What follows belongs to an exercise in optimizing a design on an open flow for small area, a short achievable clock period and few clock cycles per item; a production flow would make more cautious choices.
Where RTL was checked, it was by simulation tests only, not by an equivalence proof against the original.
Power is estimated from default activity; no workload was simulated.

// audio_spike_detector
module audio_spike_detector
(
  input  wire logic        clk_i,
  input  wire logic        rst_ni,
  input  wire logic        cfg_we_i,
  input  wire logic [1:0]  cfg_idx_i,
  input  wire logic [15:0] cfg_data_i,
  input  wire logic        s_axis_tvalid,
  output logic             s_axis_tready,
  input  wire logic [23:0] s_axis_tdata,
  output logic             m_axis_tvalid,
  input  wire logic        m_axis_tready,
  output logic [15:0]      m_axis_tdata,
  output logic             m_axis_tuser
);
Size in the first run: roughly 2500 cells after synthesis, about 66 I/O pins.
clock: 6.5 ns
lec_check: 0
abc_area: 1
cap_margin: 20
core_margin: 2
core_utilization: 40
setup_slack_margin: 2.9
slew_margin: 20
standard.sh (not shown) runs the stock make flow with config.mk's settings and CLKGATE_MAP_FILE= SYNTH_SCRIPT=/design/flow/synth_recipe.tcl, a recipe that flattens the netlist after the stock synthesis.
==> flow/flow/run.sh <==
#!/bin/bash
# Standard layout, with the adders left to ABC instead of the platform's full/half adder cells,
# and the port buffers made from buf_2 cells.
set -euo pipefail
export BUFFER_PORTS_ARGS="-buffer_cell sky130_fd_sc_hd__buf_2"
bash standard.sh ADDER_MAP_FILE= "BUFFER_PORTS_ARGS=-buffer_cell sky130_fd_sc_hd__buf_2" finish > make_finish.log 2>&1
Testbench counts at the start, summed over its fixed seeds: cycles 12,031, items 8,000.
Next try:
Settings changed: SETUP_SLACK_MARGIN 2.9 to 3.1.
Result: Setup slack improved by 0.13 ns. Synthesized area does not change. Count of clock-buffer cells in the layout goes up by 2. Final cell count grows by 1.2%.

---

== before ==
Another version of the RTL of audio_spike_detector (not shown whole).
Size in the first run: roughly 66 I/O pins, roughly 14000 µm² of cells after synthesis.
Settings: LEC_CHECK=0, CAP_MARGIN=20, CORE_MARGIN=2, CORE_UTILIZATION=40, SETUP_SLACK_MARGIN=2.5, SLEW_MARGIN=20; clock period 6.5 ns.
==> flow/flow/run.sh <==
#!/bin/bash
# Standard layout, with the adders left to ABC instead of the platform's full/half adder cells.
set -euo pipefail
bash standard.sh ADDER_MAP_FILE= finish > make_finish.log 2>&1
before reached the end of the flow, and the finished layout is clean on the timing, design-rule and antenna checks.
Inputs modified between before and after:
# before
export LEC_CHECK = 0
export CAP_MARGIN = 20
export CORE_MARGIN = 2
export CORE_UTILIZATION = 40
export SETUP_SLACK_MARGIN = 2.5
export SLEW_MARGIN = 20
create_clock -name core_clock -period 6.5 [get_ports {clk_i}]
# after
export LEC_CHECK = 0
export ABC_AREA = 1
export CAP_MARGIN = 20
export CORE_MARGIN = 2
export CORE_UTILIZATION = 40
export SETUP_SLACK_MARGIN = 2.5
export SLEW_MARGIN = 20
create_clock -name core_clock -period 6.5 [get_ports {clk_i}]
Notes after the runs:
Summary of after over before: largest net degree at the start of global routing rose 13, worst-case register-to-register setup slack now larger. Run comparison: before critical path start-end classification reg2reg; after critical path start-end classification in2out. Delta (after minus before): final area dropped about 20%; synthesized area dropped 8.0%; die area dropped about 8%.
No functional check of the RTL was part of any run of this note.

---

audio_spike_detector, a different RTL version from the one above (not shown whole).
For scale: about 190 flip-flops, about 66 I/O pins.
## audio_spike_detector
module audio_spike_detector
(
  input  wire logic        clk_i,
  input  wire logic        rst_ni,
  input  wire logic        cfg_we_i,
  input  wire logic [1:0]  cfg_idx_i,
  input  wire logic [15:0] cfg_data_i,
  input  wire logic        s_axis_tvalid,
  output logic             s_axis_tready,
  input  wire logic [23:0] s_axis_tdata,
  output logic             m_axis_tvalid,
  input  wire logic        m_axis_tready,
  output logic [15:0]      m_axis_tdata,
  output logic             m_axis_tuser
);
==> flow/config.mk <==
export PLATFORM = sky130hd
export DESIGN_NAME = audio_spike_detector
export DESIGN_NICKNAME = audio_spike_detector
export VERILOG_FILES = /design/flow/design.v
export SDC_FILE = /design/flow/constraint.sdc
export NUM_CORES = 4
export LEC_CHECK = 0
export ABC_AREA = 1
export CAP_MARGIN = 20
export CORE_MARGIN = 2
export CORE_UTILIZATION = 40
export SETUP_SLACK_MARGIN = 3.1
export SLEW_MARGIN = 20
==> flow/constraint.sdc <==
create_clock -name core_clock -period 6.5 [get_ports {clk_i}]
set_input_delay 1.3000 -clock core_clock [delete_from_list [all_inputs] [get_ports {clk_i}]]
set_output_delay 1.3000 -clock core_clock [all_outputs]
set_load 0.01 [all_outputs]
==> flow/flow/run.sh <==
#!/bin/bash
# Standard layout, with the adders left to ABC instead of the platform's full/half adder cells,
# and the port buffers made from buf_2 cells.
set -euo pipefail
export BUFFER_PORTS_ARGS="-buffer_cell sky130_fd_sc_hd__buf_2"
bash standard.sh ADDER_MAP_FILE= "BUFFER_PORTS_ARGS=-buffer_cell sky130_fd_sc_hd__buf_2" finish > make_finish.log 2>&1
Testbench counts at the start, summed over its fixed seeds: cycles 12,031, items 8,000.
Next try:
==> flow/flow/run.sh (replaced) <==
#!/bin/bash
# Standard layout, with the adders left to ABC instead of the platform's full/half adder cells.
set -euo pipefail
bash standard.sh ADDER_MAP_FILE= finish > make_finish.log 2>&1
--- a/flow/config.mk
+++ b/flow/config.mk
@@ -11,3 +11,3 @@
 export CORE_UTILIZATION = 40
-export SETUP_SLACK_MARGIN = 3.1
+export SETUP_SLACK_MARGIN = 2.7
 export SLEW_MARGIN = 20
What happened: The changed run ran to the end with no violations. Register-to-register slack got worse by 240 ps. Sequential share of layout area is higher by 1.0 points. Design area drops by 3.8%. Flip-flop and latch count stays the same. Total power shrinks by 7.3%. Maximum frequency decreases by 9.9%. Clock power hardly moves. Synthesized cell count stays the same. Global-route usage decreases by 0.23 points.
Next try:
--- a/flow/config.mk
+++ b/flow/config.mk
@@ -10,4 +10,5 @@
 export CORE_MARGIN = 2
-export CORE_UTILIZATION = 40
-export SETUP_SLACK_MARGIN = 2.7
+export CORE_UTILIZATION = 60
+export PLACE_DENSITY = 0.75
+export SETUP_SLACK_MARGIN = 2.9
 export SLEW_MARGIN = 20
Result:
- The changed run finished with timing, DRC and antenna clean
- sequential cell count is unchanged
- final cell count fell by a few percent
- power came out higher by a few percent
- worst setup slack improved by 180 ps
- design area stays flat
- utilization rose by 23 points
- clock skew hardly moves
- wire length came out lower slightly
- combinational power went up by a few percent

[afterwards: timing with drivers on the ports]
How much do the figures lean on ideal ports? The routed layouts below were timed once more, with nothing changed but the port constraints. Step 1: set_driving_cell puts a clkbuf_16 on clk_i and a buf_2 on each other input, an assumption about the parent block. Step 2 moves the port delays by t, midway between the first and last clock arrival at a register: inputs arrive t later, outputs are due t later. That takes back most of the time a late clock gives input paths. Three values: ideal ports, drivers, drivers and shift; two values: the first two.
run | t, ns | setup slack, ns | worst hold slack (ns) | worst register clock-pin slew, ns | worst data-port slew with drivers (ns)
the first run of note 1 | 0.512 | 3.144 / 3.144 / 2.713 | 0.486 / 0.486 / 0.486 | 0.09 / 0.09 | 0.06
the second run of note 1 | 0.501 | 3.272 / 3.220 / 2.796 | 0.485 / 0.485 / 0.485 | 0.09 / 0.09 | 0.07
before | 0.494 | 2.416 / 2.416 / 2.416 | 0.478 / 0.478 / 0.478 | 0.08 / 0.08 | 0.04
after | 0.497 | 2.889 / 2.864 / 2.707 | 0.487 / 0.487 / 0.487 | 0.09 / 0.09 | 0.04
the first run of note 3 | 0.520 | 3.203 / 3.144 / 2.809 | 0.490 / 0.490 / 0.490 | 0.08 / 0.08 | 0.07
the second run of note 3 | 0.504 | 2.841 / 2.786 / 2.430 | 0.489 / 0.489 / 0.489 | 0.08 / 0.08 | 0.04
the third run of note 3 | 0.498 | 3.024 / 3.049 / 2.551 | 0.502 / 0.502 / 0.502 | 0.09 / 0.09 | 0.04
After both steps setup and hold are still met in every run listed. For the second run of note 1, which loses most, drivers alone change the setup slack by -0.052 ns; drivers and shift together by -0.476 ns.
